Context: an optimization exercise on an open-source flow, tuned for small area, a short achievable clock period and few clock cycles. The choices shown serve that exercise and are no tape-out recipe. Function was checked by simulation only, so behaviour that the tests miss may differ from the original. Power figures rest on the tool's default switching activity, not on a simulated workload.

## sql_like_pattern_matcher
module sql_like_pattern_matcher #(
    parameter int MAX_ELEMENTS = 32,
    parameter int MAX_RANGES   = 4
) (
    input  logic        clk,
    input  logic        rst_n,
    input  logic        item_valid,
    output logic        item_ready,
    input  logic [2:0]  item_req_type,
    input  logic        item_is_percent,
    input  logic        item_negate,
    input  logic [7:0]  item_range_low,
    input  logic [7:0]  item_range_high,
    input  logic [7:0]  item_value_byte,
    output logic        result_valid,
    input  logic        result_ready,
    output logic        result_matched,
    output logic        result_pattern_error
);
    localparam int ME = MAX_ELEMENTS;
    localparam int MR = MAX_RANGES;
    localparam int NP = ME + 1;
    localparam int LV = $clog2(NP);
    localparam int RQ_DEPTH = 5;
    localparam int TW = $clog2(RQ_DEPTH + 1);
    logic       ready_reg;      
    logic       stall_reg;      
    logic       s1_valid;
    logic [2:0] s1_type;
    logic       s1_pct, s1_neg;
    logic [7:0] s1_lo, s1_hi;
    logic [3:0] s1_blo, s1_blo_n, s1_bhi;
  ...
make LEC_CHECK=0 CAP_MARGIN=20 CORE_MARGIN=2 CORE_UTILIZATION=55 PLACE_DENSITY=0.65 SETUP_SLACK_MARGIN=4.5 SLEW_MARGIN=20 finish   # period 7.0 ns
run.sh (not shown) runs the stock make flow with config.mk's settings and CLKGATE_MAP_FILE= SYNTH_SCRIPT=/design/flow/synth_recipe.tcl, a recipe that flattens the netlist after the stock synthesis.
Testbench counts at the start, summed over its fixed seeds: cycles 53,318.
Rerun with:
--- a/flow/design.v
+++ b/flow/design.v
@@ -251,25 +251,25 @@
     logic [TW-1:0] ends_reg, ends_d;    
     logic          rq_head_valid;
     assign pop        = rq_head_valid && result_ready;
     assign ends_d     = ends_reg + TW'(take && item_req_type == slpm_pkg::REQ_END) - TW'(pop);
     assign s1_range_d = stall_reg || (take && item_req_type == slpm_pkg::REQ_RANGE);
     assign stall_d    = s1_range_d && !(&slot_used_d) && slot_used_d[MR-1] &&
                         !s1_clear && (elem_mask[0] || new_elem);
     always_ff @(posedge clk or negedge rst_n)
     begin
         if (!rst_n)
         begin
             ends_reg  <= '0;
-            ready_reg <= 1'b0;      
+            ready_reg <= 1'b1;
             stall_reg <= 1'b0;
         end
         else
         begin
             ends_reg  <= ends_d;
             ready_reg <= !stall_d && (ends_d < TW'(RQ_DEPTH));
             stall_reg <= stall_d;
         end
     end
     assign item_ready = ready_reg;
     logic          s2_byte, s2_end, s2_clear;
     logic          s3_byte, s3_end, s3_clear;
Wire length is higher by 3.2%; setup slack loses 0.11 ns; die area is unchanged; count of clock-buffer cells in the layout fell by 72; global-route usage rises by 0.47 points; total power is about the same; utilization came out higher by 0.45 points.
Testbench counts after the change, summed over its fixed seeds: cycles 53,318.

========
## the previous run
Another version of the RTL of sql_like_pattern_matcher (not shown whole).
Size in the first run: roughly 7400 cells after synthesis, about 2600 flip-flops, about 37 I/O pins.
clock: 7.0 ns
lec_check: 0
cap_margin: 20
core_margin: 2
core_utilization: 55
cts_cluster_diameter: 100
cts_cluster_size: 30
place_density: 0.65
setup_slack_margin: 4.5
slew_margin: 20
Testbench counts of the previous run, summed over its fixed seeds: cycles 53,318.
diff inputs: the previous run => the current run
-- flow/design.v --
<<< the previous run, line 134
    logic       ready_reg;      
    logic       stall_reg;      
    logic       s1_pct, s1_neg;
    logic [7:0] s1_lo, s1_hi;
>>> the current run, line 134
    logic       ready_reg;      
    logic       stall_reg;      
    logic       s1_valid;
    logic [2:0] s1_type;
    logic       s1_pct, s1_neg;
    logic [7:0] s1_lo, s1_hi;
<<< the previous run, line 141
    logic       take;
    assign take = item_valid && ready_reg;
    always_ff @(posedge clk)
    begin
        if (!stall_reg)
        begin
            s1_pct  <= item_is_percent;
            s1_neg  <= item_negate;
>>> the current run, line 143
    logic       take;
    assign take = item_valid && ready_reg;
    always_ff @(posedge clk or negedge rst_n)
    begin
        if (!rst_n)
            s1_valid <= 1'b0;
        else
            s1_valid <= stall_reg || take;
    end
    always_ff @(posedge clk)
    begin
        if (!stall_reg)
        begin
            s1_type <= item_req_type;
            s1_pct  <= item_is_percent;
            s1_neg  <= item_negate;
<<< the previous run, line 154
        end
    end
    always_ff @(posedge clk or negedge rst_n)
    begin
        if (!rst_n)
        begin
            s1_clear    <= 1'b0;
            s1_elem     <= 1'b0;
            s1_range    <= 1'b0;
            s1_byte_req <= 1'b0;
            s1_end      <= 1'b0;
        end
        else if (!stall_reg)
        begin
            s1_clear    <= take && (item_req_type == slpm_pkg::REQ_CLEAR);
            s1_elem     <= take && (item_req_type == slpm_pkg::REQ_ELEMENT);
            s1_range    <= take && (item_req_type == slpm_pkg::REQ_RANGE);
            s1_byte_req <= take && (item_req_type == slpm_pkg::REQ_BYTE);
            s1_end      <= take && (item_req_type == slpm_pkg::REQ_END);
        end
    end
    logic [ME-1:0] elem_mask, elem_mask_d;
    logic [MR-1:0] slot_used, slot_used_d;
>>> the current run, line 164
        end
    end
    assign s1_clear    = s1_valid && (s1_type == slpm_pkg::REQ_CLEAR);
    assign s1_elem     = s1_valid && (s1_type == slpm_pkg::REQ_ELEMENT);
    assign s1_range    = s1_valid && (s1_type == slpm_pkg::REQ_RANGE);
    assign s1_byte_req = s1_valid && (s1_type == slpm_pkg::REQ_BYTE);
    assign s1_end      = s1_valid && (s1_type == slpm_pkg::REQ_END);
    logic [ME-1:0] elem_mask, elem_mask_d;
    logic [MR-1:0] slot_used, slot_used_d;
[summary]
As far as final sequential cell count is concerned, the current run and the previous run perform about the same.
The current run and the previous run ended up with nearly the same fmax.
Clock sink total across the current run and the previous run: no real change.
The share of the clock period used by the worst path after layout was comparable across the current run and the previous run.
Total routing resource utilization after global routing (lower): the previous run
Core occupancy in the finished layout: the current run and the previous run compared, higher one is the current run
Against the previous run, final critical-path required period in the current run came out better.
Initial antenna violation count in the current run is 2 higher than in the previous run
Changes observed in the current run relative to the previous run: transition at the pin with the smallest max-transition slack went down 0.012 ns, flip-flop and latch share of the layout cell area decreased 0.76 points, power density over the cells held.
Testbench counts of the current run, summed over its fixed seeds: cycles 53,318.

re-timing with driven ports:
How much do the figures lean on ideal ports? The routed layouts below were timed once more, with nothing changed but the port constraints.
Step 1 assumes that a clkbuf_16 drives the clock port and a buf_2 every other input.
Step 2 also shifts input and output timing later by t, the mid clock arrival at the registers, as if the neighbouring blocks saw the same clock.
Three values: ideal ports, drivers, drivers and shift; two values: the first two.
run | shift t [ns] | setup WS [ns] | worst hold slack (ns) | worst setup path at the end | worst register clock-pin slew, ns
the first run of note 1 | 0.942 | 4.131 / 4.103 / 3.710 | 0.323 / 0.323 / 0.323 | input to register | 0.07 / 0.07
the second run of note 1 | 0.939 | 4.025 / 3.936 / 3.746 | 0.308 / 0.308 / 0.308 | input to register | 0.07 / 0.07
the previous run | 0.830 | 4.294 / 4.208 / 3.803 | 0.339 / 0.339 / 0.339 | input to register | 0.12 / 0.12
the current run | 0.839 | 4.302 / 4.212 / 3.781 | 0.337 / 0.337 / 0.337 | input to register | 0.12 / 0.12
After both steps setup and hold are still met in every run listed. The setup slack of the current run, which loses most, moves by -0.090 ns with the drivers and by -0.521 ns with both steps.
